Background: an optimization exercise with open tools, aiming at small area, a short achievable clock period and few clock cycles per item. Do not read the settings as production practice. No activity file was given, so power comes from the tool's default toggle rates.

## run A
## dequant_quant_top
module dequant_quant_top (
    input  logic        clk,
    input  logic        rst_n,
    input  logic        activate,
    input  logic [24:0] up_cfg,
    input  logic [24:0] down_cfg,
    input  logic        rcv_valid,
    input  logic [32:0] rcv_beat,
    output logic        rcv_ready,
    output logic        deq_valid,
    output logic [15:0] deq_data,
    input  logic        deq_ready,
    input  logic        q_valid,
    input  logic [15:0] q_data,
    output logic        q_ready,
    output logic        trm_valid,
    output logic [32:0] trm_beat,
    input  logic        trm_ready
);
    logic        run;
    logic [3:0]  up_bw;
    logic [4:0]  up_base;
    logic [3:0]  dn_bw;
    logic [4:0]  dn_lo;
    logic        ext_valid;
    logic [7:0]  ext_value;
    logic        ext_ready;
    logic [11:0] dq_half;
    logic [11:0] out_half;
    logic [7:0]  qz_value;
    dq_config cfg0 (
        .clk(clk), .rst_n(rst_n), .activate(activate),
        .up_cfg_in(up_cfg), .down_cfg_in(down_cfg),
        .up_bw(up_bw), .up_base(up_base), .dn_bw(dn_bw), .dn_lo(dn_lo),
        .run(run)
    );
    bit_extractor ext0 (
        .clk(clk), .run(run), .activate(activate), .bw(up_bw), .num_in(up_cfg[15:0]),
        .in_valid(rcv_valid), .in_data(rcv_beat[32:1]), .in_ready(rcv_ready),
        .out_valid(ext_valid), .out_value(ext_value), .out_ready(ext_ready)
    );
    dequantizer deq0 (.base(up_base), .in_value(ext_value), .out_half(dq_half));
    stream_fifo #(.WIDTH(12)) up_out (
        .clk(clk), .run(run),
        .wr_valid(ext_valid), .wr_data(dq_half), .wr_ready(ext_ready),
        .rd_valid(deq_valid), .rd_data(out_half), .rd_ready(deq_ready)
    );
    assign deq_data = {1'b0, out_half, 3'b000};
    quantizer qnt0 (.lo(dn_lo), .bw(dn_bw), .in_half(q_data), .out_value(qz_value));
    bit_packer pack0 (
  ...
Size in the first run: roughly 1000 cells after synthesis, roughly 220 flip-flops, roughly 0.011 mm^2 of cells after synthesis.
clock: 9.0 ns
lec_check: 0
cap_margin: 20
core_margin: 2
core_utilization: 60
slew_margin: 20
standard.sh (not shown) runs the stock make flow with config.mk's settings and CLKGATE_MAP_FILE= SYNTH_SCRIPT=/design/flow/synth_recipe.tcl, a recipe that flattens the netlist after the stock synthesis.
==> flow/flow/run.sh <==
#!/bin/bash
# The standard layout, with buf_1 port buffers, a tighter repair target and
# a clock tree without dummy loads.
export BUFFER_PORTS_ARGS="-buffer_cell sky130_fd_sc_hd__buf_1"
export SETUP_SLACK_MARGIN=5.8
export CTS_ARGS="-sink_clustering_enable -repair_clock_nets -dont_use_dummy_load -buf_list {sky130_fd_sc_hd__clkbuf_4 sky130_fd_sc_hd__clkbuf_8} -sink_clustering_size 20 -sink_clustering_max_diameter 60"
bash standard.sh > standard.log 2>&1
diff inputs: run A => run B
--- a/flow/flow/run.sh
+++ b/flow/flow/run.sh
@@ -3,5 +3,5 @@
 # a clock tree without dummy loads.
 export BUFFER_PORTS_ARGS="-buffer_cell sky130_fd_sc_hd__buf_1"
-export SETUP_SLACK_MARGIN=5.8
+export SETUP_SLACK_MARGIN=6.2
 export CTS_ARGS="-sink_clustering_enable -repair_clock_nets -dont_use_dummy_load -buf_list {sky130_fd_sc_hd__clkbuf_4 sky130_fd_sc_hd__clkbuf_8} -sink_clustering_size 20 -sink_clustering_max_diameter 60"
 bash standard.sh > standard.log 2>&1
==> results.txt <==
Of run A and run B, run B shows the higher routed via count, with run A below it. Met1 demand-to-capacity share in global routing essentially unchanged between run B and run A. Run B reports its critical path capture point as pack0.qval[2]$_SDFFCE_PP0P_ while run A reports pack0.qval[1]$_SDFFCE_PP0P_. Run A → run B: fraction of the mapped netlist area in compound gates barely changed; standby leakage power climbed about 6%; total area of multi-input combinational cells climbed 250 um^2.
## Diff of input files: run C against run B
--- a/flow/flow/run.sh
+++ b/flow/flow/run.sh
@@ -3,5 +3,5 @@
 # a clock tree without dummy loads.
 export BUFFER_PORTS_ARGS="-buffer_cell sky130_fd_sc_hd__buf_1"
-export SETUP_SLACK_MARGIN=6.2
+export SETUP_SLACK_MARGIN=6.6
 export CTS_ARGS="-sink_clustering_enable -repair_clock_nets -dont_use_dummy_load -buf_list {sky130_fd_sc_hd__clkbuf_4 sky130_fd_sc_hd__clkbuf_8} -sink_clustering_size 20 -sink_clustering_max_diameter 60"
 bash standard.sh > standard.log 2>&1
--- outcome ---
On fraction of power consumed by combinational cells: between run B and run C, it ends up lower for run B.
Going from run B to run C, number of distinct library cells after synthesis closely matched the old numbers; ratio of final minimum period to clock period went up 0.66 points.
Diff run C..run B | clock-net power | negligible
Sum of routed wire length over all layers on run C is up relative to run B.
Diff run B -> run C: fraction of area in multi-input gates saw a decrease, worst path setup slack after routing dropped 0.059 ns, synthesis-to-layout area growth higher.
Basic-gate share of the synthesized area counting and, or, nand and nor cells came out exactly the same in run B and run C.
No functional check of the RTL was part of any run of this note.

==> what the ideal ports hide <==
No port has a modelled driver above. Below, the same layouts with a new extraction and two added sets of constraints. Step 1 sets driving cells, clkbuf_16 on the clock port and buf_2 on the other inputs (assumed; they add their load-dependent delay and slew). Step 2 also shifts input and output timing later by t, the mid clock arrival at the registers, as if the neighbouring blocks saw the same clock. Three values: ideal ports, drivers, drivers and shift; two values: the first two.
run | t, ns | setup slack, ns | latest minus earliest clock arrival (ns) | pins driven straight from the clock port
run A | 0.544 | 5.872 / 5.897 / 5.353 | 0.081 / 0.081 | 1
run B | 0.545 | 6.051 / 6.027 / 5.500 | 0.051 / 0.051 | 1
run C | 0.537 | 5.992 / 5.983 / 5.446 | 0.073 / 0.072 | 1
After both steps every run listed still meets setup and hold. The setup slack of run B, which loses most, moves by -0.024 ns with the drivers and by -0.551 ns with both steps.
